What follows belongs to an exercise in optimizing a design on an open flow for small area; a production flow would make more cautious choices. Only simulation tests tie the RTL to the original design; equivalence was not proved. No activity file was given, so power comes from the tool's default toggle rates.

**design/flow/config.mk**
```make
export PLATFORM = sky130hd
export DESIGN_NAME = regfile_ckpt
export DESIGN_NICKNAME = regfile_ckpt
export VERILOG_FILES = /design/flow/design.v
export SDC_FILE = /design/flow/constraint.sdc
export NUM_CORES = 4
export LEC_CHECK = 0
export CAP_MARGIN = 20
export CORE_MARGIN = 2
export CORE_UTILIZATION = 40
export CTS_BUF_LIST = sky130_fd_sc_hd__clkbuf_4
export SLEW_MARGIN = 20
```
**design/flow/constraint.sdc**
```tcl
create_clock -name core_clock -period 6.0 [get_ports {clk}]
set_input_delay 1.2000 -clock core_clock [delete_from_list [all_inputs] [get_ports {clk}]]
set_output_delay 1.2000 -clock core_clock [all_outputs]
set_load 0.01 [all_outputs]
```
**design/flow/design.v**
```verilog
module regfile_ckpt #(
   parameter int               WIDTH        = 32,
   parameter int               NUM_REGS     = 8,
   parameter int               SEL_W        = 3,
   parameter logic [WIDTH-1:0] RESET_EIP    = '0,
   parameter logic [WIDTH-1:0] RESET_EFLAGS = WIDTH'(2)
) (
   input  logic                      clk,
   input  logic                      rst_n,
   input  logic                      en,
   input  logic                      wr0_en,
   input  logic [SEL_W-1:0]          wr0_sel,
   input  logic [WIDTH-1:0]          wr0_data,
   input  logic                      wr1_en,
   input  logic [SEL_W-1:0]          wr1_sel,
   input  logic [WIDTH-1:0]          wr1_data,
   input  logic [WIDTH-1:0]          next_eip,
   input  logic [WIDTH-1:0]          next_eflags,
   input  logic                      ckpt_req,
   input  logic                      restore_req,
   input  logic                      ret_load,
   input  logic [31:0]               ret_load_val,
   input  logic [SEL_W-1:0]          rd0_sel,
   output logic [WIDTH-1:0]          rd0_data,
   input  logic [SEL_W-1:0]          rd1_sel,
   output logic [WIDTH-1:0]          rd1_data,
   output logic [NUM_REGS*WIDTH-1:0] gpr_flat,
   output logic [WIDTH-1:0]          eip,
   output logic [WIDTH-1:0]          eflags,
   output logic [31:0]               retired,
   output logic                      ckpt_valid,
   output logic                      restore_err
);
   logic [WIDTH-1:0] gpr    [NUM_REGS];
   logic [WIDTH-1:0] ck_gpr [NUM_REGS];
   logic [WIDTH-1:0] ck_eip;
   logic [WIDTH-1:0] ck_eflags;
   logic [31:0]      ck_ret;
   logic [31:0]      ret_cnt;
   logic             do_restore;
   logic             do_ckpt;
   logic             cap;
   logic             keep;
   logic [NUM_REGS-1:0] s0, s1, hold;
   assign do_restore = restore_req && ckpt_valid;
   assign do_ckpt    = ckpt_req && !restore_req;
   assign cap        = do_ckpt;    
   assign keep       = !do_restore;
   assign retired    = ret_cnt;
   always_comb begin
      for (int i = 0; i < NUM_REGS; i++) begin
         s0[i]   = keep && en && wr0_en && (wr0_sel == SEL_W'(i));
         s1[i]   = keep && en && wr1_en && (wr1_sel == SEL_W'(i)) &&
                   !(wr0_en && (wr0_sel == SEL_W'(i)));
         hold[i] = keep && !s0[i] && !s1[i];
      end
   end
   logic             upd;       
   logic             stay;      
   logic             r_ld, r_inc, r_hold;
   logic [31:0]      ret_inc;
   assign upd    = keep && en;
   assign stay   = keep && !en;
   assign r_ld   = keep && ret_load;
   assign r_inc  = keep && !ret_load && en;
   assign r_hold = keep && !ret_load && !en;
   assign ret_inc = ret_cnt + 32'd1;
   always_ff @(posedge clk or negedge rst_n) begin
      if (!rst_n) begin
         for (int i = 0; i < NUM_REGS; i++) gpr[i] <= '0;
         eip         <= RESET_EIP;
         eflags      <= RESET_EFLAGS;
         ret_cnt     <= '0;
         ckpt_valid  <= 1'b0;
         restore_err <= 1'b0;
      end else begin
         restore_err <= restore_req && !ckpt_valid;
         ckpt_valid  <= keep && (ckpt_valid || do_ckpt);
         for (int i = 0; i < NUM_REGS; i++) begin
            gpr[i] <= (ck_gpr[i] & {WIDTH{do_restore}}) | (wr0_data & {WIDTH{s0[i]}}) |
                      (wr1_data & {WIDTH{s1[i]}}) | (gpr[i] & {WIDTH{hold[i]}});
         end
         eip     <= (ck_eip & {WIDTH{do_restore}}) | (next_eip & {WIDTH{upd}}) |
                    (eip & {WIDTH{stay}});
         eflags  <= (ck_eflags & {WIDTH{do_restore}}) | (next_eflags & {WIDTH{upd}}) |
                    (eflags & {WIDTH{stay}});
         ret_cnt <= (ck_ret & {32{do_restore}}) | (ret_load_val & {32{r_ld}}) |
                    (ret_inc & {32{r_inc}}) | (ret_cnt & {32{r_hold}});
      end
   end
   always_ff @(posedge clk) begin
      for (int i = 0; i < NUM_REGS; i++)
         ck_gpr[i] <= (gpr[i] & {WIDTH{cap}}) | (ck_gpr[i] & {WIDTH{!cap}});
      ck_eip    <= (eip & {WIDTH{cap}}) | (ck_eip & {WIDTH{!cap}});
      ck_eflags <= (eflags & {WIDTH{cap}}) | (ck_eflags & {WIDTH{!cap}});
      ck_ret    <= (ret_cnt & {32{cap}}) | (ck_ret & {32{!cap}});
   end
   always_comb begin
      rd0_data = '0;
      rd1_data = '0;
      for (int i = 0; i < NUM_REGS; i++) begin
         rd0_data = rd0_data | (gpr[i] & {WIDTH{rd0_sel == SEL_W'(i)}});
         rd1_data = rd1_data | (gpr[i] & {WIDTH{rd1_sel == SEL_W'(i)}});
      end
   end
   for (genvar g = 0; g < NUM_REGS; g++) begin : g_flat
      assign gpr_flat[g*WIDTH +: WIDTH] = gpr[g];
   end
endmodule
```
**design/flow/run.sh**
```bash
#!/bin/bash
# synth_recipe.tcl (not shown) runs the flow's synth.tcl, then flattens the netlist and writes it again
# the make line also repeats each setting of config.mk as NAME=value (left out here)
make -C /OpenROAD-flow-scripts/flow DESIGN_CONFIG=/design/flow/config.mk WORK_HOME=/design/flow/orfs CLKGATE_MAP_FILE= SYNTH_SCRIPT=/design/flow/synth_recipe.tcl finish
```
==> run_results.csv, run 1 <==
group,metric,value,unit
yosys,ys_top_cells_by_area,"edfxtp_1 33%, dfrtp_1 28%, a222oi_1 8.1%",
power,power_leakage,16.2,nW
die,ios,598,
cells_and_area,nNetsFinal,3489,
cells_and_area,utilization,52.7,%
sta,fin_skew,0.0900,ns
grt,grt_max_degree,151,
critical_path,crit_fanout,27,
place,port_buffers,597,
sta,tightest_slew,1.24,ns
grt,grt_usage,32.8,%
yosys,postSynthAreaPerCell,11.7,sq um
cts,cts-root-buf,"clkbuf_4",
power,pwr_density_cell,350,nW/um^2
sta,slew_viol_final,0,
drt,drt_pass1_iterations,11,
cts,ctsResizeCount,0,
critical_path,critPathRequiredTime,4.80,ns
grt,antenna_found_initial,10,
power,vdd_drop_max,173,uV
place,hpwl,84000,um
job,drv_cap,0,
yosys,yosysSeqAreaShare,61.2,%
drt,drc,0,
worst_hold_path,min_path_type,"reg -> reg",
place,place_area,38700,sq um
yosys,async_reset_ff_share,50.1,%
yosys,ys_warn_count,3,
drt,drt_wl_total,137000,um
grt,grt.overflow.total,0,
sta,rsz0062_at_grt,"no",
yosys,synth_cell_type_count,54,
critical_path,cp_slowest_cell,"nor2_2",
cts,cts.clk_slew.worst_paths,0.06,ns
critical_path,worstSetupPathType,"in -> out",
critical_path,critical_path.max_stage_delay,0.83,ns
die,core-area,78700,sq um
drt,drt-initial-drc-count,4597,
sta,setup_viol,0,
sta,holdWs,0.420,ns
cts,clockBufferDepth,3,
die,row_count,103,
cts,htree_levels,4,
die,die_h,286,um
cts,clk_latency,1.08,ns
yosys,synth_nets,2892,
die,fp.dieW,286,um
yosys,ys.flop_type,"dfrtp_1",
critical_path,cp_cell_sequence,"buf_4 -> inv_1 -> nor2_2 -> a21oi_1 -> o221ai_1 -> clkdlybuf4s50_1",
cts,numCtsBuffers,195,
drt,via_count,28162,
drt,wl_per_cell,30.3,um
die,start_util,40.3,%
critical_path,cp.arrival,4.01,ns
critical_path,crit_path_end_kind,"primary output",
cells_and_area,area_growth,30.6,%
cts,cts.sinks,706,
grt,grt_pass1_wl,197000,um
sta,slew_headroom,17.2,%
place,pre_cts_ws,0.757,ns
sta,layout_min_cycle_time,5.21,ns
yosys,synthesis.instances,2711,
cells_and_area,final_area,41500,sq um
sta,worst_slack,0.788,ns
yosys,ys_seq_elements,706,
place,gp_congestion,0.903,
sta,min_period_over_period,86.9,%
critical_path,r2r-start,"ckpt_valid",
critical_path,start_kind,"input pin",
yosys,netlist_area,31800,sq um
cells_and_area,drive_above_1_share,14.3,%
grt,grt_pass1_vias,27863,
yosys,synth_edf_count,352,
run_status,status,"no timing/DRC/antenna violations",
yosys,synth_top_cell_by_area,"edfxtp_1",
yosys,synth_top_area_share,33.3,%
cts,cts_tree,"yes",
die,die_area,81700,sq um
sta,max_freq,0.192,GHz
drt,vias_per_cell,6.22,
cts,post-cts-setup-buffers,0,
sta,hold_viol,0,
critical_path,cp-startpoint,"rd0_sel[1]",
cts,cts_hold_buffers,1,
drt,ant_nets,0,
kinds of logic after synthesis:
family | share of synthesized area, %
AND/OR/NAND/NOR | 5.70
XOR/XNOR | 0.634
multiplexers | 6.19
AO/OA/AOI/OAI | 19.7
adder cells (fa/ha/maj) | 0.0394
buffers and inverters | 6.52
flip-flops | 61.2
routing by layer:
layer / global-route usage [%] / routed length (um) / vias to the layer above / share of wire (%)
met5: 0 / 57 / - / 0.042
met4: 14.8 / 5620 / 8 / 4.1
met3: 9.30 / 16800 / 357 / 12
met2: 50.3 / 62700 / 2126 / 46
met1: 43.3 / 51900 / 13978 / 38
li1: - / - / 11693 / -
power by group:
part | internal (W) | switching [W] | total (W)
clock network | 0.00255 | 0.00220 | 0.00475
registers | 0.00585 | 0.000798 | 0.00664
logic | 0.00153 | 0.00161 | 0.00313
total | 0.00993 | 0.00461 | 0.0145
cell usage after synthesis, drive strengths merged, types with 2 or more instances:
library cell and instances:
clkbuf 162, nor2 89, a22oi 31, nand4 21, and2 3, or3 10, nand3 19, xor2 16
a22o 12, a32oi 5, buf 108, a21oi 55, a222oi 256, o221ai 22, nand2b 4, nor4 5
a221oi 38, o211ai 2, nor3b 12, and3 11, nor3 9, nor2b 11, edfxtp 352, mux4 38
dfrtp 353, a221o 9, mux2i 111, o22ai 17, nand2 205, a31o 2, a211oi 5, inv 261
o311a 2, o21ai 438, xnor2 7
critical path, delay by kind of cell:
kind,cells,cell delay (ns)
and+or+nand+nor,1,0.83
AOI/OAI and AO/OA,2,0.65
buffers and inverters,3,1.28
cell type report:
| type | instances | area, sq um |
|---|---|---|
| antenna | 4 | 10.0 |
| timing repair buffer | 670 | 6620 |
| multi-input combinational | 1473 | 10400 |
| clock inverter | 58 | 428 |
| clock buffer | 306 | 2300 |
| inverter | 262 | 983 |
| sequential | 706 | 19400 |
| tap | 1050 | 1310 |
| fill | 6892 | 37300 |
final timing paths:
check                           slack [ns]           to  depth (start not counted)
worst max-delay path                  0.79  rd0_data[2]                          6
worst min-delay path                  0.42   ret_cnt[0]                          2
worst max register to register        2.83   gpr[5][20]                          4
worst min register to register        0.42   ret_cnt[0]                          2
max in group asynchronous             4.11   gpr[5][31]                          3
min in group asynchronous             0.64   eflags[31]                          2
cell usage in the layout, fill, tap and decap left out, types with 12 or more instances in the layout:
cell type and n:
clkdlybuf4s50_1 589, o21ai_0 355, dfrtp_1 353, edfxtp_1 352
clkbuf_4 306, inv_1 261, a222oi_1 256, nand2_1 205
mux2i_1 111, o21ai_1 83, nor2_1 74, buf_4 70
a21oi_1 55, mux4_2 38, a221oi_1 38, a22oi_1 31
clkinv_1 31, o221ai_1 22, nand4_1 21, nand3_1 19
o22ai_1 17, xor2_1 16, a22o_1 12
per-stage QoR:
| step | std cells | TNS [ns] | power [W] |
|---|---|---|---|
| global placement | 4160 | 0 | 0.00976 |
| detailed placement | 4160 | 0 | 0.00981 |
| global route | 4529 | 0 | 0.0151 |
| finish | 4529 | 0 | 0.0145 |
| CTS | 4525 | 0 | 0.0146 |
| floorplan | 2711 | -314.45 | 0.00771 |
==> inputs of run 2 (changes only) <==
==> design/flow/flow/run.sh (new file) <==
#!/bin/bash
# The standard layout, with two changes: ports are buffered with the smallest buffer
# (sky130_fd_sc_hd__buf_1) instead of the resizer's default, and CTS uses clkbuf_4 without dummy loads.
set -euo pipefail
bash standard.sh \
  "BUFFER_PORTS_ARGS=-buffer_cell sky130_fd_sc_hd__buf_1" \
  "CTS_ARGS=-sink_clustering_enable -repair_clock_nets -dont_use_dummy_load -buf_list sky130_fd_sc_hd__clkbuf_4" \
  finish > standard_flow.log 2>&1
==> design/flow/standard.sh (new file) <==
#!/bin/bash
# synth_recipe.tcl (not shown) runs the flow's synth.tcl, then flattens the netlist and writes it again
# the make line also repeats each setting of config.mk as NAME=value (left out here)
make -C /OpenROAD-flow-scripts/flow DESIGN_CONFIG=/design/flow/config.mk WORK_HOME=/design/flow/orfs CLKGATE_MAP_FILE= SYNTH_SCRIPT=/design/flow/synth_recipe.tcl "${@:-finish}"
--- a/design/flow/config.mk
+++ b/design/flow/config.mk
@@ -8,5 +8,4 @@
 export CAP_MARGIN = 20
 export CORE_MARGIN = 2
 export CORE_UTILIZATION = 40
-export CTS_BUF_LIST = sky130_fd_sc_hd__clkbuf_4
 export SLEW_MARGIN = 20
removed: design/flow/run.sh
==> run 2 against run 1 <==
Register-to-register slack got worse by 0.36 ns. Sequential cell count is the same. Highest routed layer unchanged. Combinational power decreased by 23%. Cell area fell by 12%. Largest power group unchanged. Clock skew increased by 0.029 ns.
==> run_results.csv, run 2 <==
group,metric,value,unit
run_status,status,"no timing/DRC/antenna violations",
die,row_count,103,
yosys,synth_top_area_share,33.3,%
critical_path,crit_fanout,40,
cts,cts_tree,"yes",
sta,hold_viol,0,
sta,max_freq,0.203,GHz
yosys,synth_cell_type_count,54,
drt,drt_wl_total,131000,um
drt,via_count,27481,
cts,htree_levels,4,
cts,post-cts-setup-buffers,0,
critical_path,start_kind,"input pin",
critical_path,path_delay_family,"simple AND/OR/NAND/NOR gates",
critical_path,critPathRequiredTime,4.80,ns
sta,layout_min_cycle_time,4.94,ns
critical_path,cp-startpoint,"rd1_sel[1]",
yosys,synthesis.instances,2711,
cts,ctsResizeCount,0,
grt,grt.overflow.total,0,
critical_path,ff2ff_setup_slack,2.47,ns
drt,drt_pass1_iterations,10,
sta,min_period_over_period,82.3,%
place,port_buffers,597,
yosys,ys_warn_count,3,
cells_and_area,nNetsFinal,3476,
cts,cts.clk_slew.worst_paths,0.06,ns
cells_and_area,layout_common_cells,"588 x buf_1, 355 x o21ai_0, 353 x dfrtp_1",
critical_path,cp_slowest_cell,"nor2b_2",
yosys,netlist_area,31800,sq um
power,pwr_density_cell,336,nW/um^2
drt,ant_nets,0,
drt,drc,0,
die,fp.dieW,286,um
worst_hold_path,min_path_type,"in -> async",
power,vdd_drop_max,166,uV
power,power_leakage,13.8,nW
yosys,synth_edf_count,352,
grt,grt_pass1_vias,26181,
die,core-area,78700,sq um
yosys,ys_seq_elements,706,
yosys,synth_nets,2892,
grt,grt_pass1_wl,187000,um
drt,wl_per_cell,30.2,um
grt,grt_usage,31.4,%
sta,tightest_slew,1.25,ns
critical_path,r2r-start,"ckpt_valid",
drt,drt-initial-drc-count,4221,
cells_and_area,area_growth,14.7,%
die,ios,598,
cells_and_area,final_common_cell,"buf_1",
job,drv_cap,0,
yosys,yosysMostFrequentCell,"o21ai_0",
yosys,synth_common_cells,"355 x o21ai_0, 353 x dfrtp_1, 352 x edfxtp_1, 261 x inv_1, 256 x a222oi_1",
cts,cts-root-buf,"clkbuf_4",
sta,fin_skew,0.119,ns
cts,cts_hold_buffers,0,
grt,grt_max_degree,125,
drt,vias_per_cell,6.31,
yosys,async_reset_ff_share,50.1,%
die,die_area,81700,sq um
sta,rsz0062_at_grt,"no",
place,hpwl,79800,um
critical_path,cp_cell_sequence,"clkbuf_4 -> nor2b_2 -> a221oi_1 -> o21ai_0 -> buf_1",
die,die_h,286,um
critical_path,worstSetupPathType,"in -> out",
yosys,synth_top_cell_by_area,"edfxtp_1",
place,dpl.cell_count,4152,
cts,numCtsBuffers,191,
yosys,postSynthAreaPerCell,11.7,sq um
critical_path,cp.arrival,3.74,ns
cts,clockBufferDepth,3,
yosys,ys.flop_type,"dfrtp_1",
grt,antenna_found_initial,8,
sta,setup_viol,0,
die,start_util,40.3,%
critical_path,crit_path_end_kind,"primary output",
critical_path,path_buf_inv,2,
sta,slew_headroom,16.0,%
place,gp_congestion,0.840,
cells_and_area,drive_above_1_share,10.5,%
yosys,yosysSeqAreaShare,61.2,%
sta,holdWs,0.295,ns
yosys,ys_top_cells_by_area,"edfxtp_1 33%, dfrtp_1 28%, a222oi_1 8.1%",
sta,slew_viol_final,0,
cts,clk_latency,1.02,ns
critical_path,critical_path.max_stage_delay,0.99,ns
cells_and_area,stdcell_count,4354,
cts,cts.sinks,706,
[run 2: worst register-to-register path, delay by kind of cell, from the launching register on]
kind	cells	cell delay, ns
AO/OA/AOI/OAI	1	0.12
buffers and inverters	2	1.15
flip-flops	1	0.44
AND/OR/NAND/NOR	4	1.59
[run 2: power by group]
part	switching [W]	total, W	internal (W)	leakage [nW]
registers	0.000738	0.00659	0.00585	7.63
clock network	0.00182	0.00325	0.00143	0.879
logic	0.00161	0.00240	0.000793	5.31
total	0.00417	0.0122	0.00807	13.8
[run 2: path summary, 6_finish.rpt]
path                            cells after the start     endpoint
worst max-delay path                                5  rd1_data[0]
worst min-delay path                                1       eip[2]
worst max register to register                      7    gpr[1][1]
worst min register to register                      2   ret_cnt[6]
max in group asynchronous                           2   gpr[2][20]
min in group core_clock                             2   ret_cnt[6]
[run 2: cell families after synthesis]
kind of cell | count (synthesis) | share of synthesized area [%]
AOI/OAI and AO/OA | 899 | 19.7
DFF | 706 | 61.2
buffers and inverters | 532 | 6.52
and+or+nand+nor | 401 | 5.70
muxes | 149 | 6.19
xor gates and xnor gates | 23 | 0.634
adders and majority gates | 1 | 0.0394
[run 2: area by class of cell]
class                      count  area, sq um
clock buffer                 191         1430
timing repair buffer         661         2840
inverter                     262          983
sequential                   706        19400
multi-input combinational   1473        10400
antenna                       11         27.5
tap                         1050         1310
fill                        7520        42300
[run 2: per-stage QoR]
step	power (W)	TNS [ns]	setup slack [ns]	util (%)	cell area, sq um
floorplan	0.00771	-314.45	-0.893	-	31800
global placement	0.00901	0	1.23	44.4	34900
detailed placement	0.00904	0	1.21	44.4	35000
CTS	0.0123	0	1.20	46.2	36400
global route	0.0128	0	1.04	46.2	36400
finish	0.0122	0	1.06	46.2	36400
[run 2: layer usage]
metal  track usage (%)  wire [um]
met1              41.7      50000
met2              48.2      60000
met3              8.57      15700
met4              14.0       5750
met5                 0         11
==> inputs of run 3 (changes only) <==
--- a/design/flow/design.v
+++ b/design/flow/design.v
@@ -37,14 +37,15 @@
    logic [WIDTH-1:0] ck_eflags;
    logic [31:0]      ck_ret;
    logic [31:0]      ret_cnt;
-   logic             do_restore;
-   logic             do_ckpt;
-   logic             cap;
-   logic             keep;
+   logic             do_restore;    
+   logic             do_ckpt;       
+   logic             keep;          
    logic [NUM_REGS-1:0] s0, s1, hold;
+   logic             upd, stay;     
+   logic             r_ld, r_cnt;   
+   logic [31:0]      ret_next;
    assign do_restore = restore_req && ckpt_valid;
    assign do_ckpt    = ckpt_req && !restore_req;
-   assign cap        = do_ckpt;    
    assign keep       = !do_restore;
    assign retired    = ret_cnt;
    always_comb begin
@@ -55,16 +56,11 @@
          hold[i] = keep && !s0[i] && !s1[i];
       end
    end
-   logic             upd;       
-   logic             stay;      
-   logic             r_ld, r_inc, r_hold;
-   logic [31:0]      ret_inc;
-   assign upd    = keep && en;
-   assign stay   = keep && !en;
-   assign r_ld   = keep && ret_load;
-   assign r_inc  = keep && !ret_load && en;
-   assign r_hold = keep && !ret_load && !en;
-   assign ret_inc = ret_cnt + 32'd1;
+   assign upd      = keep && en;
+   assign stay     = keep && !en;
+   assign r_ld     = keep && ret_load;
+   assign r_cnt    = keep && !ret_load;
+   assign ret_next = ret_cnt + {31'd0, en};
    always_ff @(posedge clk or negedge rst_n) begin
       if (!rst_n) begin
          for (int i = 0; i < NUM_REGS; i++) gpr[i] <= '0;
@@ -85,15 +81,16 @@
          eflags  <= (ck_eflags & {WIDTH{do_restore}}) | (next_eflags & {WIDTH{upd}}) |
                     (eflags & {WIDTH{stay}});
          ret_cnt <= (ck_ret & {32{do_restore}}) | (ret_load_val & {32{r_ld}}) |
-                    (ret_inc & {32{r_inc}}) | (ret_cnt & {32{r_hold}});
+                    (ret_next & {32{r_cnt}});
       end
    end
    always_ff @(posedge clk) begin
-      for (int i = 0; i < NUM_REGS; i++)
-         ck_gpr[i] <= (gpr[i] & {WIDTH{cap}}) | (ck_gpr[i] & {WIDTH{!cap}});
-      ck_eip    <= (eip & {WIDTH{cap}}) | (ck_eip & {WIDTH{!cap}});
-      ck_eflags <= (eflags & {WIDTH{cap}}) | (ck_eflags & {WIDTH{!cap}});
-      ck_ret    <= (ret_cnt & {32{cap}}) | (ck_ret & {32{!cap}});
+      if (do_ckpt) begin
+         for (int i = 0; i < NUM_REGS; i++) ck_gpr[i] <= gpr[i];
+         ck_eip    <= eip;
+         ck_eflags <= eflags;
+         ck_ret    <= ret_cnt;
+      end
    end
    always_comb begin
       rd0_data = '0;
==> design/flow/flow/run.sh (replaced) <==
#!/bin/bash
# The standard layout, with these changes:
#  - synthesis: ABC maps with an area-oriented script (flow/synth.tcl, flow/abc_area.script).
#    The standard synthesis runs first; its registers' instance names are then given to the
#    same registers (found by their Q nets) of the area-mapped netlist (flow/pair_names.py);
#  - ports are buffered with sky130_fd_sc_hd__buf_1 instead of the resizer's default buffer;
#  - CTS builds the tree from clkbuf_4 in clusters of at most 12 sinks, with no dummy loads.
set -euo pipefail
R=$PWD/orfs/results/sky130hd/regfile_ckpt/base
export FLOW_WORK=$PWD
export FLOW_ABC_SCRIPT=$PWD/flow/abc_area.script
bash standard.sh synth > synth_standard.log 2>&1
cp $R/1_2_yosys.v standard_netlist.v
rm -rf orfs
bash standard.sh SYNTH_SCRIPT=$PWD/flow/synth.tcl $R/1_2_yosys.v > synth.log 2>&1
cp $R/1_2_yosys.v area_netlist.v
python3 flow/pair_names.py standard_netlist.v area_netlist.v $R/1_2_yosys.v > pair_names.log 2>&1
bash standard.sh \
  "BUFFER_PORTS_ARGS=-buffer_cell sky130_fd_sc_hd__buf_1" \
  "CTS_ARGS=-sink_clustering_enable -repair_clock_nets -dont_use_dummy_load -buf_list sky130_fd_sc_hd__clkbuf_8 -root_buf sky130_fd_sc_hd__clkbuf_16 -sink_clustering_size 16 -sink_clustering_max_diameter 60" \
  finish > layout.log 2>&1
==> design/flow/flow/abc_area.script (new file) <==
strash
dc2
dc2
&get -n
&st
&dch
&nf -a -R 1000 -C 32 -F 8 -A 8
&put
==> design/flow/flow/pair_names.py (new file) <==
#!/usr/bin/env python3
"""Give the registers of a netlist the instance names the standard synthesis gave them.

Yosys names some registers (the enable flip-flops) only by a running number, which depends on
how many cells ABC made. This renames every numbered name _N_ in OURS to _mN_, then gives each
register the name that the register driving the same Q net has in REF.
usage: pair_names.py REF.v OURS.v OUT.v
"""
import re
import sys

CELL = re.compile(r'^\s*(sky130_fd_sc_hd__\w+)\s+(\S+)\s*\((.*?)\);', re.S | re.M)
QPIN = re.compile(r'\.Q\(\s*(.*?)\s*\)', re.S)
NUM = re.compile(r'(^|[^\w$\\])_(\d+)_(?![\w$])', re.M)


def is_reg(cell):
    return re.match(r'sky130_fd_sc_hd__(dfrtp|dfstp|dfxtp|edfxtp|dfrbp|dfsbp|dfxbp|dfbbp|dfbbn|dfrtn|sdf|sedf)', cell)


def regs_by_q(text):
    out = {}
    for m in CELL.finditer(text):
        if is_reg(m.group(1)):
            q = QPIN.search(m.group(3))
            if q:
                out[q.group(1).strip()] = m.group(2)
    return out


ref = open(sys.argv[1]).read()
ours = open(sys.argv[2]).read()
ref_regs = regs_by_q(ref)
ours = NUM.sub(lambda m: m.group(1) + '_m' + m.group(2) + '_', ours)
our_regs = regs_by_q(ours)
if set(ref_regs) != set(our_regs):
    sys.exit('registers differ: %d in the standard netlist, %d here' % (len(ref_regs), len(our_regs)))
ren = {}
for q, name in our_regs.items():
    if name != ref_regs[q]:
        ren[name] = ref_regs[q]


def fix(m):
    cell, name, body = m.group(1), m.group(2), m.group(3)
    if is_reg(cell) and name in ren:
        return m.group(0).replace(name, ren[name], 1)
    return m.group(0)


ours = CELL.sub(fix, ours)
open(sys.argv[3], 'w').write(ours)
print('pair_names: %d registers, %d renamed' % (len(our_regs), len(ren)))
==> design/flow/flow/synth.tcl (new file) <==
# The standard synthesis (synth_recipe.tcl), with one change: ABC maps the combinational logic
# with an area-oriented script (flow/abc_area.script) in place of ORFS's speed script.
# Registers are mapped before ABC runs, so they come out as in the standard synthesis.
proc abc {args} {
  set i [lsearch -exact $args -script]
  if { $i >= 0 } {
    set args [lreplace $args [expr { $i + 1 }] [expr { $i + 1 }] $::env(FLOW_ABC_SCRIPT)]
  }
  puts "abc (area script): $args"
  yosys abc {*}$args
}
source $::env(FLOW_WORK)/synth_recipe.tcl
--- a/design/flow/config.mk
+++ b/design/flow/config.mk
@@ -7,5 +7,5 @@
 export LEC_CHECK = 0
 export CAP_MARGIN = 20
 export CORE_MARGIN = 2
-export CORE_UTILIZATION = 40
-export SLEW_MARGIN = 20
+export CORE_UTILIZATION = 50
+export SLEW_MARGIN = 40
==> run 3 against run 2 <==
Wire length decreased by 13%. Die area decreased by 29%. Combinational power decreased by 19%. Clock skew decreased by 0.075 ns. Cell count decreased by 18%. Register-to-register slack got worse by 0.66 ns. Worst hold slack improved by 0.11 ns. Core utilization increased by 13 points. Critical path type unchanged.
==> run_results.csv, run 3 <==
group,metric,value,unit
run_status,status,"no timing/DRC/antenna violations",
drt,wl_per_cell,32.1,um
critical_path,r2r-start,"ret_cnt[0]",
cells_and_area,area_growth,17.4,%
sta,rsz0062_at_grt,"no",
cts,post-cts-setup-buffers,0,
cts,htree_levels,2,
sta,slew_headroom,41.5,%
die,die_area,58300,sq um
yosys,ys_warn_count,3,
critical_path,worstSetupPathType,"in -> out",
grt,antenna_found_initial,5,
yosys,synth_nets,2258,
power,vdd_drop_max,190,uV
place,port_buffers,597,
critical_path,critPathRequiredTime,4.80,ns
worst_hold_path,min_path_type,"reg -> reg",
critical_path,cp_slowest_cell,"nor2_4",
cells_and_area,layout_common_cells,"596 x buf_1, 540 x nand2_1, 427 x a222oi_1",
sta,tightest_slew,0.877,ns
yosys,synth_common_cells,"540 x nand2_1, 427 x a222oi_1, 353 x dfrtp_1, 352 x edfxtp_1, 89 x a22oi_1",
cts,numCtsBuffers,56,
yosys,synth_cell_type_count,30,
power,comb_power_share,17.8,%
die,die_h,241,um
power,pwr_density_cell,333,nW/um^2
yosys,synthesis.instances,2076,
sta,setup_viol,0,
die,fp.dieW,241,um
cts,cts-root-buf,"clkbuf_16",
grt,grt_pass1_vias,24001,
drt,vias_per_cell,7.15,
drt,drc,0,
power,power,0.0110,W
sta,max_freq,0.216,GHz
cts,clk_latency,0.60,ns
critical_path,cp_common_cell,"buf_1",
power,switching_share,32.9,%
critical_path,start_kind,"input pin",
grt,use_met2,58.4,%
yosys,ys.flop_type,"dfrtp_1",
die,start_util,50.3,%
yosys,synth_top_cell_by_area,"edfxtp_1",
cts,cts.sinks,706,
grt,grt_pass1_wl,163000,um
yosys,yosysSeqAreaShare,69.0,%
yosys,yosysMostFrequentCell,"nand2_1",
place,gp_congestion,0.869,
sta,min_period_over_period,77.1,%
drt,via_count,25380,
place,pre_cts_ws,0.863,ns
grt,grt_max_degree,167,
critical_path,cp_cell_sequence,"buf_1 -> nand2_1 -> nor2_4 -> buf_4 -> a22oi_1 -> nand4_1 -> buf_1",
drt,drt_pass1_iterations,17,
yosys,synth_edf_count,352,
critical_path,reg2reg_to,"ret_cnt[30]",
critical_path,cp-endpoint,"rd1_data[26]",
sta,holdWs,0.402,ns
critical_path,crit_fanout,17,
cells_and_area,fill_cells,4751,
drt,drt_wl_total,114000,um
cts,cts_tree,"yes",
critical_path,cp.arrival,3.43,ns
die,row_count,87,
yosys,ys_seq_elements,706,
grt,top_usage_layer,"met2",
power,sequentialPowerShare,59.9,%
yosys,postSynthAreaPerCell,13.6,sq um
job,drv_cap,0,
cts,ctsResizeCount,0,
drt,drt-initial-drc-count,5296,
critical_path,cp-startpoint,"rd1_sel[0]",
sta,tns,0,ns
power,power_leakage,12.9,nW
die,core-area,56100,sq um
sta,hold_viol,0,
cts,cts.clk_slew.worst_paths,0.10,ns
die,ios,598,
grt,grt_usage,38.2,%
cells_and_area,final_common_cell,"buf_1",
critical_path,crit_path_end_kind,"primary output",
critical_path,ff2ff_setup_slack,1.81,ns
cells_and_area,top_regs,"ck_gpr: 256 flops, gpr: 256 flops",
yosys,async_reset_ff_share,50.1,%
grt,grt_use_met1,50.7,%
power,p_switching,0.00362,W
sta,fin_skew,0.0432,ns
yosys,ys_top_cells_by_area,"edfxtp_1 38%, dfrtp_1 31%, a222oi_1 15%",
power,cell_internal_pwr,0.00738,W
sta,layout_min_cycle_time,4.63,ns
sta,slew_viol_final,0,
cells_and_area,drive_above_1_share,5.95,%
yosys,synth_top_area_share,37.5,%
sta,worst_slack,1.37,ns
yosys,netlist_area,28200,sq um
cts,clockBufferDepth,3,
cells_and_area,nNetsFinal,2976,
cts,cts_hold_buffers,0,
drt,ant_nets,0,
place,hpwl,66600,um
critical_path,critical_path.max_stage_delay,0.67,ns
critical_path,reg2reg_depth,18,
power,clkPwrFrac,22.4,%
grt,grt_use_met3,11.2,%
grt,grt.overflow.total,0,
-- run 3: cell families after synthesis --
group | after synthesis | share of synthesized area, %
simple gates | 723 | 10.8
flops | 706 | 69.0
fa+ha+maj | 2 | 0.0888
xor+xnor | 2 | 0.0622
buf+inv | 66 | 0.879
compound gates | 577 | 19.2
-- run 3: worst min-delay path by stage --
stage,from,to,slack (ns),cells after the start
floorplan,ck_gpr[4][12],gpr[4][12],0.41,2
global placement,ck_gpr[7][0],gpr[7][0],0.42,2
detailed placement,ck_gpr[6][19],gpr[6][19],0.42,2
CTS,ck_gpr[5][27],gpr[5][27],0.40,2
global route,ck_gpr[6][27],gpr[6][27],0.41,2
finish,ck_gpr[5][27],gpr[5][27],0.40,2
-- run 3: final cells by class --
| type | instances | area, sq um | share of cell area [%] |
|---|---|---|---|
| timing repair buffer | 660 | 2840 | 8.59 |
| sequential | 706 | 19400 | 58.7 |
| tap | 756 | 946 | 2.86 |
| clock buffer | 56 | 827 | 2.50 |
| multi-input combinational | 1304 | 8780 | 26.5 |
| inverter | 66 | 248 | 0.749 |
| antenna | 4 | 10.0 | 0.0303 |
-- run 3: power by group through the flow --
stage,logic (W),registers (W),clock network [W]
3_5_place_dp,0.00193,0.00664,0
6_report,0.00195,0.00659,0.00246
5_1_grt,0.00214,0.00665,0.00265
2_1_floorplan,0.000798,0.00659,0
4_1_cts,0.00193,0.00655,0.00249
3_3_place_gp,0.00190,0.00661,0
-- run 3: metrics by stage --
stage	util [%]	instances	instance area, sq um
after floorplan	-	2076	28300
final	59.0	3552	33100
after global routing	59.0	3549	33100
after detailed placement	57.4	3491	32200
after global placement	57.4	3490	32200
after CTS	58.9	3547	33000
-- run 3: critical path: cells and delay by family --
family | cells | cell delay, ns
and+or+nand+nor | 3 | 0.95
buffers and inverters | 3 | 1.12
AOI/OAI and AO/OA | 1 | 0.15
-- run 3: metal layers --
| metal | routed length, um | part of all wire (%) |
|---|---|---|
| met5 | 74 | 0.065 |
| met4 | 5870 | 5.2 |
| met3 | 15300 | 13 |
| met2 | 52300 | 46 |
| met1 | 40400 | 35 |
==> inputs of run 4 (changes only) <==
--- a/design/flow/flow/run.sh
+++ b/design/flow/flow/run.sh
@@ -4,7 +4,8 @@
 #    The standard synthesis runs first; its registers' instance names are then given to the
 #    same registers (found by their Q nets) of the area-mapped netlist (flow/pair_names.py);
 #  - ports are buffered with sky130_fd_sc_hd__buf_1 instead of the resizer's default buffer;
-#  - CTS builds the tree from clkbuf_4 in clusters of at most 12 sinks, with no dummy loads.
+#  - CTS builds the tree from clkbuf_8 (root clkbuf_16) in clusters of at most 16 sinks, with
+#    no dummy loads.
 set -euo pipefail
 R=$PWD/orfs/results/sky130hd/regfile_ckpt/base
 export FLOW_WORK=$PWD
--- a/design/flow/config.mk
+++ b/design/flow/config.mk
@@ -7,5 +7,5 @@
 export LEC_CHECK = 0
 export CAP_MARGIN = 20
 export CORE_MARGIN = 2
-export CORE_UTILIZATION = 50
+export CORE_UTILIZATION = 60
 export SLEW_MARGIN = 40
==> run 4 against run 3 <==
Cell area fell by 0.57%. Cell count fell by 4.1%. Register-to-register slack worse by 0.02 ns. Worst setup slack got worse by 0.066 ns. Clock power down 4%. Non-clock buffer count is 9 higher. Still clean. Sequential share of layout area increased by 0.34 points. Wire length shrank 2.5%. Clock skew fell by 0.013 ns.
==> run_results.csv, run 4 <==
group,metric,value,unit
run_status,status,"no timing/DRC/antenna violations",
cells_and_area,drive_above_1_share,6.08,%
critical_path,path_buf_inv,3,
sta,fin_skew,0.0301,ns
critical_path,ff2ff_setup_slack,1.79,ns
die,fp.dieW,221,um
cts,post-cts-setup-buffers,0,
sta,layout_min_cycle_time,4.69,ns
cts,cts.clk_slew.worst_paths,0.10,ns
yosys,ys_warn_count,3,
power,clkPwrFrac,21.5,%
yosys,yosysMostFrequentCell,"nand2_1",
die,start_util,60.6,%
yosys,synthesis.instances,2076,
die,die_h,221,um
power,p_switching,0.00361,W
cells_and_area,final_area,32900,sq um
grt,grt.overflow.total,0,
place,place_area,32100,sq um
drt,ant_nets,0,
drt,vias_per_cell,7.57,
cells_and_area,top_regs,"ck_gpr: 256 flops, gpr: 256 flops",
critical_path,worstSetupPathType,"in -> out",
drt,drt_pass1_iterations,14,
cts,cts_hold_buffers,0,
grt,antenna_found_initial,4,
sta,min_period_over_period,78.2,%
yosys,synth_top_area_share,37.5,%
critical_path,path_delay_family,"simple AND/OR/NAND/NOR gates",
cells_and_area,final_common_cell,"buf_1",
drt,drt_wl_total,111000,um
cts,ctsResizeCount,0,
sta,tightest_slew,0.880,ns
job,drv_cap,0,
cts,cts-root-buf,"clkbuf_16",
yosys,yosysSeqAreaShare,69.0,%
critical_path,crit_path_end_kind,"primary output",
power,vdd_drop_max,261,uV
grt,grt_pass1_wl,160000,um
sta,tns,0,ns
sta,slew_headroom,41.4,%
cells_and_area,fill_cells,3390,
die,die_area,48700,sq um
cts,htree_levels,2,
critical_path,cp_common_cell,"buf_1",
critical_path,cp.arrival,3.49,ns
cells_and_area,area_growth,16.8,%
critical_path,cp_slowest_cell,"and3b_2",
die,ios,598,
place,pre_cts_ws,0.818,ns
sta,hold_viol,0,
yosys,postSynthAreaPerCell,13.6,sq um
sta,setup_viol,0,
yosys,async_reset_ff_share,50.1,%
power,cell_internal_pwr,0.00731,W
place,port_buffers,597,
cells_and_area,layout_common_cells,"596 x buf_1, 540 x nand2_1, 427 x a222oi_1",
sta,slew_viol_final,0,
cells_and_area,nNetsFinal,2980,
place,gp_congestion,0.880,
yosys,netlist_area,28200,sq um
critical_path,critPathRequiredTime,4.80,ns
die,core-area,46500,sq um
sta,worst_slack,1.31,ns
power,switching_share,33.0,%
yosys,ys.flop_type,"dfrtp_1",
power,comb_power_share,18.2,%
cts,clk_latency,0.59,ns
cts,numCtsBuffers,51,
yosys,synth_top_cell_by_area,"edfxtp_1",
grt,grt_usage,44.7,%
cts,cts_tree,"yes",
critical_path,start_kind,"input pin",
drt,via_count,25790,
cts,clockBufferDepth,3,
cts,cts.sinks,706,
yosys,ys_top_cells_by_area,"edfxtp_1 38%, dfrtp_1 31%, a222oi_1 15%",
drt,wl_per_cell,32.6,um
power,power_leakage,12.9,nW
power,sequentialPowerShare,60.2,%
critical_path,crit_fanout,19,
yosys,synth_edf_count,352,
sta,max_freq,0.213,GHz
grt,grt_max_degree,104,
drt,drc,0,
yosys,synth_nets,2258,
die,row_count,79,
critical_path,critical_path.max_stage_delay,0.86,ns
sta,rsz0062_at_grt,"no",
drt,drt-initial-drc-count,6025,
critical_path,cp_cell_sequence,"buf_1 -> and3b_2 -> buf_4 -> a222oi_1 -> nand3_1 -> buf_1",
place,hpwl,66500,um
worst_hold_path,min_path_type,"reg -> reg",
yosys,synth_cell_type_count,30,
grt,grt_pass1_vias,24564,
power,pwr_density_cell,332,nW/um^2
yosys,ys_seq_elements,706,
yosys,synth_common_cells,"540 x nand2_1, 427 x a222oi_1, 353 x dfrtp_1, 352 x edfxtp_1, 89 x a22oi_1",
==> run 4: cell counts after synthesis <==
No cell type changed its count.
==> run 4: final cells by class <==
type	count	area [sq um]	share of cell area (%)
Sequential cell	706	19400	59.1
Multi-Input combinational cell	1304	8780	26.7
Timing Repair Buffer	669	2910	8.84
Tap cell	607	759	2.31
Clock buffer	51	758	2.30
Inverter	66	248	0.753
Antenna cell	5	12.5	0.0380
==> run 4: tightest hold or removal path, stage by stage (launching register included) <==
cell      delay, ns
edfxtp_1       0.33
nand2_1        0.04
nand2_1        0.05
==> run 4: power groups by stage <==
stage | Clock, W | Combinational, W | Sequential [W]
2_1_floorplan | 0 | 0.000798 | 0.00659
3_3_place_gp | 0 | 0.00190 | 0.00657
3_5_place_dp | 0 | 0.00195 | 0.00662
4_1_cts | 0.00235 | 0.00196 | 0.00653
5_1_grt | 0.00252 | 0.00215 | 0.00663
6_report | 0.00235 | 0.00199 | 0.00657
==> run 4: worst paths after layout <==
check / start / cells after the start / end
setup / recovery: rd0_sel[2] / 6 / rd0_data[26]
setup reg to reg: ret_cnt[0] / 18 / ret_cnt[30]
hold reg to reg: ck_gpr[2][6] / 2 / gpr[2][6]
max in group asynchronous: rst_n / 3 / eflags[9]
hold / removal: ck_gpr[2][6] / 2 / gpr[2][6]
min in group asynchronous: rst_n / 2 / ret_cnt[24]
==> run 4: stage by stage <==
stage / hold slack [ns] / cells / power [W] / util [%]
after floorplan: 0.415 / 2076 / 0.00739 / -
after global placement: 0.417 / 3344 / 0.00847 / 68.8
after detailed placement: 0.422 / 3351 / 0.00857 / 69.1
after CTS: 0.434 / 3402 / 0.0108 / 70.8
after global routing: 0.454 / 3405 / 0.0113 / 70.8
final: 0.427 / 3408 / 0.0109 / 70.8
==> run 4: kinds of logic (layout without fill, tap and decap cells) <==
| group | count (synthesis) | in the layout | synth area share, % |
|---|---|---|---|
| xor+xnor | 2 | 2 | 0.0622 |
| buf+inv | 66 | 786 | 0.879 |
| other cells | 0 | 5 | 0 |
| flops | 706 | 706 | 69.0 |
| fa+ha+maj | 2 | 2 | 0.0888 |
| compound gates | 577 | 577 | 19.2 |
| simple gates | 723 | 723 | 10.8 |
==> run 4: routing by layer <==
layer	vias to the layer above	track usage [%]	share of wire, %	wire length, um
met5	-	0.707	0.052	58
met2	2495	65.2	44	48900
met4	4	25.7	6.7	7480
met1	12547	58.0	33	36600
li1	10207	-	-	-
met3	537	16.5	16	18100

re-timing with driven ports:
No port has a modelled driver above. Below, the same layouts with a new extraction and two added sets of constraints.
Step 1, drivers: a clkbuf_16 drives clk and a buf_2 each remaining input, both assumed.
Step 2 adds t to the input delays and takes it off the output delays; t is the mean of the earliest and latest rising clock arrival at the registers after step 1. Input paths then give back, and output paths get back, about the clock's delay inside the block.
Slacks: no drivers / after step 1 / after step 2; pairs: no drivers / after step 1.
run | shift t [ns] | slack for setup (ns) | hold WS [ns] | clock arrival spread, ns
run 1 | 1.105 | 0.788 / 0.757 / 0.757 | 0.420 / 0.420 / 0.420 | 0.096 / 0.096
run 2 | 1.027 | 1.062 / 1.031 / 1.031 | 0.295 / 0.254 / 0.385 | 0.155 / 0.155
run 3 | 0.655 | 1.372 / 1.347 / 0.812 | 0.402 / 0.402 / 0.402 | 0.058 / 0.057
run 4 | 0.637 | 1.306 / 1.276 / 0.777 | 0.427 / 0.427 / 0.427 | 0.037 / 0.038
After both steps every run listed still meets setup and hold. For run 3, which loses most, drivers alone change the setup slack by -0.025 ns; drivers and shift together by -0.560 ns.
